Context: an optimization exercise on an open-source flow, tuned for small area. The choices shown serve that exercise and are no tape-out recipe.
Only simulation tests tie the RTL to the original design; equivalence was not proved.
Power figures rest on the tool's default switching activity, not on a simulated workload. The clock port is modelled as an ideal driver; clocking choices that lean on that would not hold on a real chip.

## the reference run
## scan_reader_top
module scan_reader_top (
    input  logic        clk,
    input  logic        rst,
    input  logic        start,
    input  logic        cpu_mem_busy,
    output logic [11:0] mem_address,
    output logic        mem_read_enable,
    input  logic [15:0] mem_read_data,
    input  logic [5:0]  disp_index,
    output logic [15:0] disp_word,
    output logic        busy,
    output logic        done,
    output logic        snapshot_valid,
    output logic [15:0] checksum
);
Size in the first run: about 2100 flip-flops, ~74 I/O pins, roughly 65000 µm² of cells after synthesis.
clock: 7.0 ns
lec_check: 0
cap_margin: 20
core_margin: 2
core_utilization: 70
slew_margin: 20
synth_hierarchical: 1
buffer_ports_args: -buffer_cell sky130_fd_sc_hd__buf_1
cts_args: -sink_clustering_enable -repair_clock_nets -dont_use_dummy_load -buf_list sky130_fd_sc_hd__clkbuf_4 -sink_clustering_size 10 -sink_clustering_max_diameter 50
standard.sh (not shown) runs the stock make flow with config.mk's settings and CLKGATE_MAP_FILE= SYNTH_SCRIPT=/design/flow/synth_recipe.tcl, a recipe that flattens the netlist after the stock synthesis.
==> flow/flow/run.sh <==
#!/bin/bash
set -euo pipefail
cd "$(dirname "$0")/.."
cat >> config.mk <<'EOC'
export BUFFER_PORTS_ARGS = -buffer_cell sky130_fd_sc_hd__buf_1
export CTS_ARGS = -sink_clustering_enable -repair_clock_nets -dont_use_dummy_load -buf_list sky130_fd_sc_hd__clkbuf_4 -sink_clustering_size 10 -sink_clustering_max_diameter 50
EOC
bash standard.sh > standard.log 2>&1
The reference run went all the way through the flow, and no timing, DRC or antenna check failed.
Here is what was changed in the inputs of the trial run compared with the reference run.
- a change of CTS_ARGS from -sink_clustering_enable -repair_clock_nets -dont_use_dummy_load -buf_list sky130_fd_sc_hd__clkbuf_4 -sink_clustering_size 10 -sink_clustering_max_diameter 50 to -sink_clustering_enable -repair_clock_nets -dont_use_dummy_load -buf_list sky130_fd_sc_hd__clkbuf_8 -sink_clustering_size 16 -sink_clustering_max_diameter 60
==> flow/flow/run.sh <==
#!/bin/bash
set -euo pipefail
cd "$(dirname "$0")/.."
cat >> config.mk <<'EOC'
export BUFFER_PORTS_ARGS = -buffer_cell sky130_fd_sc_hd__buf_1
export CTS_ARGS = -sink_clustering_enable -repair_clock_nets -dont_use_dummy_load -buf_list sky130_fd_sc_hd__clkbuf_8 -sink_clustering_size 16 -sink_clustering_max_diameter 60
EOC
bash standard.sh > standard.log 2>&1
- Total routed wirelength across the trial run and the reference run: no real change.
- The reference run vs the trial run, cell at the slowest stage of the critical path: sky130_fd_sc_hd__and2b_4 vs sky130_fd_sc_hd__nand2_1
- Relative to the reference run, slew at the pin closest to its max-slew limit increased by 0.012 ns in the trial run.
- The estimated power of the trial run ends up higher than the estimate for the reference run.

Starting RTL as in the previous note.
==> flow/config.mk <==
export PLATFORM = sky130hd
export DESIGN_NAME = scan_reader_top
export DESIGN_NICKNAME = scan_reader_top
export VERILOG_FILES = /design/flow/design.v
export SDC_FILE = /design/flow/constraint.sdc
export NUM_CORES = 4
export LEC_CHECK = 0
export CAP_MARGIN = 20
export CORE_MARGIN = 2
export CORE_UTILIZATION = 75
export SLEW_MARGIN = 20
export SYNTH_HIERARCHICAL = 1
export BUFFER_PORTS_ARGS = -buffer_cell sky130_fd_sc_hd__buf_1
export CTS_ARGS = -sink_clustering_enable -repair_clock_nets -dont_use_dummy_load -buf_list sky130_fd_sc_hd__clkbuf_4 -sink_clustering_size 10 -sink_clustering_max_diameter 50
==> flow/constraint.sdc <==
create_clock -name core_clock -period 7.0 [get_ports {clk}]
set_input_delay 1.4000 -clock core_clock [delete_from_list [all_inputs] [get_ports {clk}]]
set_output_delay 1.4000 -clock core_clock [all_outputs]
set_load 0.01 [all_outputs]
==> flow/flow/run.sh <==
#!/bin/bash
set -euo pipefail
cd "$(dirname "$0")/.."
cat >> config.mk <<'EOC'
export BUFFER_PORTS_ARGS = -buffer_cell sky130_fd_sc_hd__buf_1
export CTS_ARGS = -sink_clustering_enable -repair_clock_nets -dont_use_dummy_load -buf_list sky130_fd_sc_hd__clkbuf_4 -sink_clustering_size 10 -sink_clustering_max_diameter 50
EOC
bash standard.sh > standard.log 2>&1
The baseline finished with timing, DRC and antenna clean.
Then changed:
==> flow/run.sh (new file) <==
#!/bin/bash
# synth_recipe.tcl (not shown) runs the flow's synth.tcl, then flattens the netlist and writes it again
# the make line also repeats each setting of config.mk as NAME=value (left out here)
make -C /OpenROAD-flow-scripts/flow DESIGN_CONFIG=/design/flow/config.mk WORK_HOME=/design/flow/orfs CLKGATE_MAP_FILE= SYNTH_SCRIPT=/design/flow/synth_recipe.tcl finish
BUFFER_PORTS_ARGS = unset   (was -buffer_cell sky130_fd_sc_hd__buf_1)
CORE_UTILIZATION = 65   (was 75)
CTS_ARGS = unset   (was -sink_clustering_enable -repair_clock_nets -dont_use_dummy_load -buf_list sky130_fd_sc_hd__clkbuf_4 -sink_clustering_size 10 -sink_clustering_max_diameter 50)
CTS_BUF_LIST = sky130_fd_sc_hd__clkbuf_16   (was unset)
CTS_CLUSTER_DIAMETER = 80   (was unset)
CTS_CLUSTER_SIZE = 25   (was unset)
removed: flow/flow/run.sh
removed: flow/standard.sh
Effect: The new run finished with timing, DRC and antenna clean; sequential power is about the same; power increases by 3.3%; non-clock buffer count is higher by 32; area after synthesis stays the same.
Then changed:
==> flow/flow/run.sh (new file) <==
#!/bin/bash
set -euo pipefail
cd "$(dirname "$0")/.."
cat >> config.mk <<'EOC'
export BUFFER_PORTS_ARGS = -buffer_cell sky130_fd_sc_hd__buf_1
export CTS_ARGS = -sink_clustering_enable -repair_clock_nets -dont_use_dummy_load -buf_list sky130_fd_sc_hd__clkbuf_16 -sink_clustering_size 30 -sink_clustering_max_diameter 80
EOC
bash standard.sh > standard.log 2>&1
==> flow/standard.sh (new file) <==
#!/bin/bash
# synth_recipe.tcl (not shown) runs the flow's synth.tcl, then flattens the netlist and writes it again
# the make line also repeats each setting of config.mk as NAME=value (left out here)
make -C /OpenROAD-flow-scripts/flow DESIGN_CONFIG=/design/flow/config.mk WORK_HOME=/design/flow/orfs CLKGATE_MAP_FILE= SYNTH_SCRIPT=/design/flow/synth_recipe.tcl "${@:-finish}"
BUFFER_PORTS_ARGS = -buffer_cell sky130_fd_sc_hd__buf_1   (was unset)
CORE_UTILIZATION = 70   (was 65)
CTS_ARGS = -sink_clustering_enable -repair_clock_nets -dont_use_dummy_load -buf_list sky130_fd_sc_hd__clkbuf_16 -sink_clustering_size 30 -sink_clustering_max_diameter 80   (was unset)
CTS_BUF_LIST = unset   (was sky130_fd_sc_hd__clkbuf_16)
CTS_CLUSTER_DIAMETER = unset   (was 80)
CTS_CLUSTER_SIZE = unset   (was 25)
removed: flow/run.sh
Effect: The changed run produced a clean layout; power goes down by 1.6%; sequential power barely changes; final area is lower by 1.8%; count of clock-buffer cells in the layout went down by 18; critical path depth rises by 6; wire length climbs by 0.40%.
Then changed:
==> flow/flow/run.sh (replaced) <==
#!/bin/bash
set -euo pipefail
cd "$(dirname "$0")/.."
cat >> config.mk <<'EOC'
export BUFFER_PORTS_ARGS = -buffer_cell sky130_fd_sc_hd__buf_1
export CTS_ARGS = -sink_clustering_enable -repair_clock_nets -dont_use_dummy_load -buf_list sky130_fd_sc_hd__clkbuf_16 -sink_clustering_size 25 -sink_clustering_max_diameter 80
EOC
bash standard.sh > standard.log 2>&1
CORE_UTILIZATION = 65   (was 70)
CTS_ARGS = -sink_clustering_enable -repair_clock_nets -dont_use_dummy_load -buf_list sky130_fd_sc_hd__clkbuf_16 -sink_clustering_size 25 -sink_clustering_max_diameter 80   (was -sink_clustering_enable -repair_clock_nets -dont_use_dummy_load -buf_list sky130_fd_sc_hd__clkbuf_16 -sink_clustering_size 30 -sink_clustering_max_diameter 80)
After rerunning: Sequential power stays flat; synthesized area is unchanged; via count shrinks slightly; design area grows slightly; clock skew shrinks by 0.0081 ns; setup slack degrades by 0.087 ns; synthesized cell count does not change.

[re-timing with driven ports]
In the flow no input, the clock included, has a driving cell. The finished layouts below were timed again as built, in two steps. Step 1 (the two cells are an assumption about what drives the block):
set clk [get_ports {clk}]
set_driving_cell -lib_cell sky130_fd_sc_hd__clkbuf_16 $clk
set_driving_cell -lib_cell sky130_fd_sc_hd__buf_2 [delete_from_list [all_inputs] $clk]
Step 2 times the ports against the registers' clock, not the clock port: input delays grow and output delays shrink by t, the midpoint of the rising clock arrivals with the driver on. Slacks: ideal / step 1 / step 2; pairs: ideal / step 1.
run | shift t [ns] | slack for setup (ns) | worst slew at a driven data input, ns
the reference run | 1.192 | 3.091 / 3.060 / 2.031 | 0.10
the trial run | 0.934 | 2.910 / 2.946 / 2.011 | 0.09
the first run of note 2 | 1.167 | 2.684 / 2.724 / 1.558 | 0.13
the second run of note 2 | 0.780 | 2.358 / 2.331 / 1.826 | 0.07
the third run of note 2 | 0.758 | 2.900 / 2.946 / 2.188 | 0.11
the fourth run of note 2 | 0.762 | 2.813 / 2.863 / 2.102 | 0.09
After both steps every run listed still meets setup and hold. For the first run of note 2, which loses most, drivers alone change the setup slack by +0.040 ns; drivers and shift together by -1.126 ns.
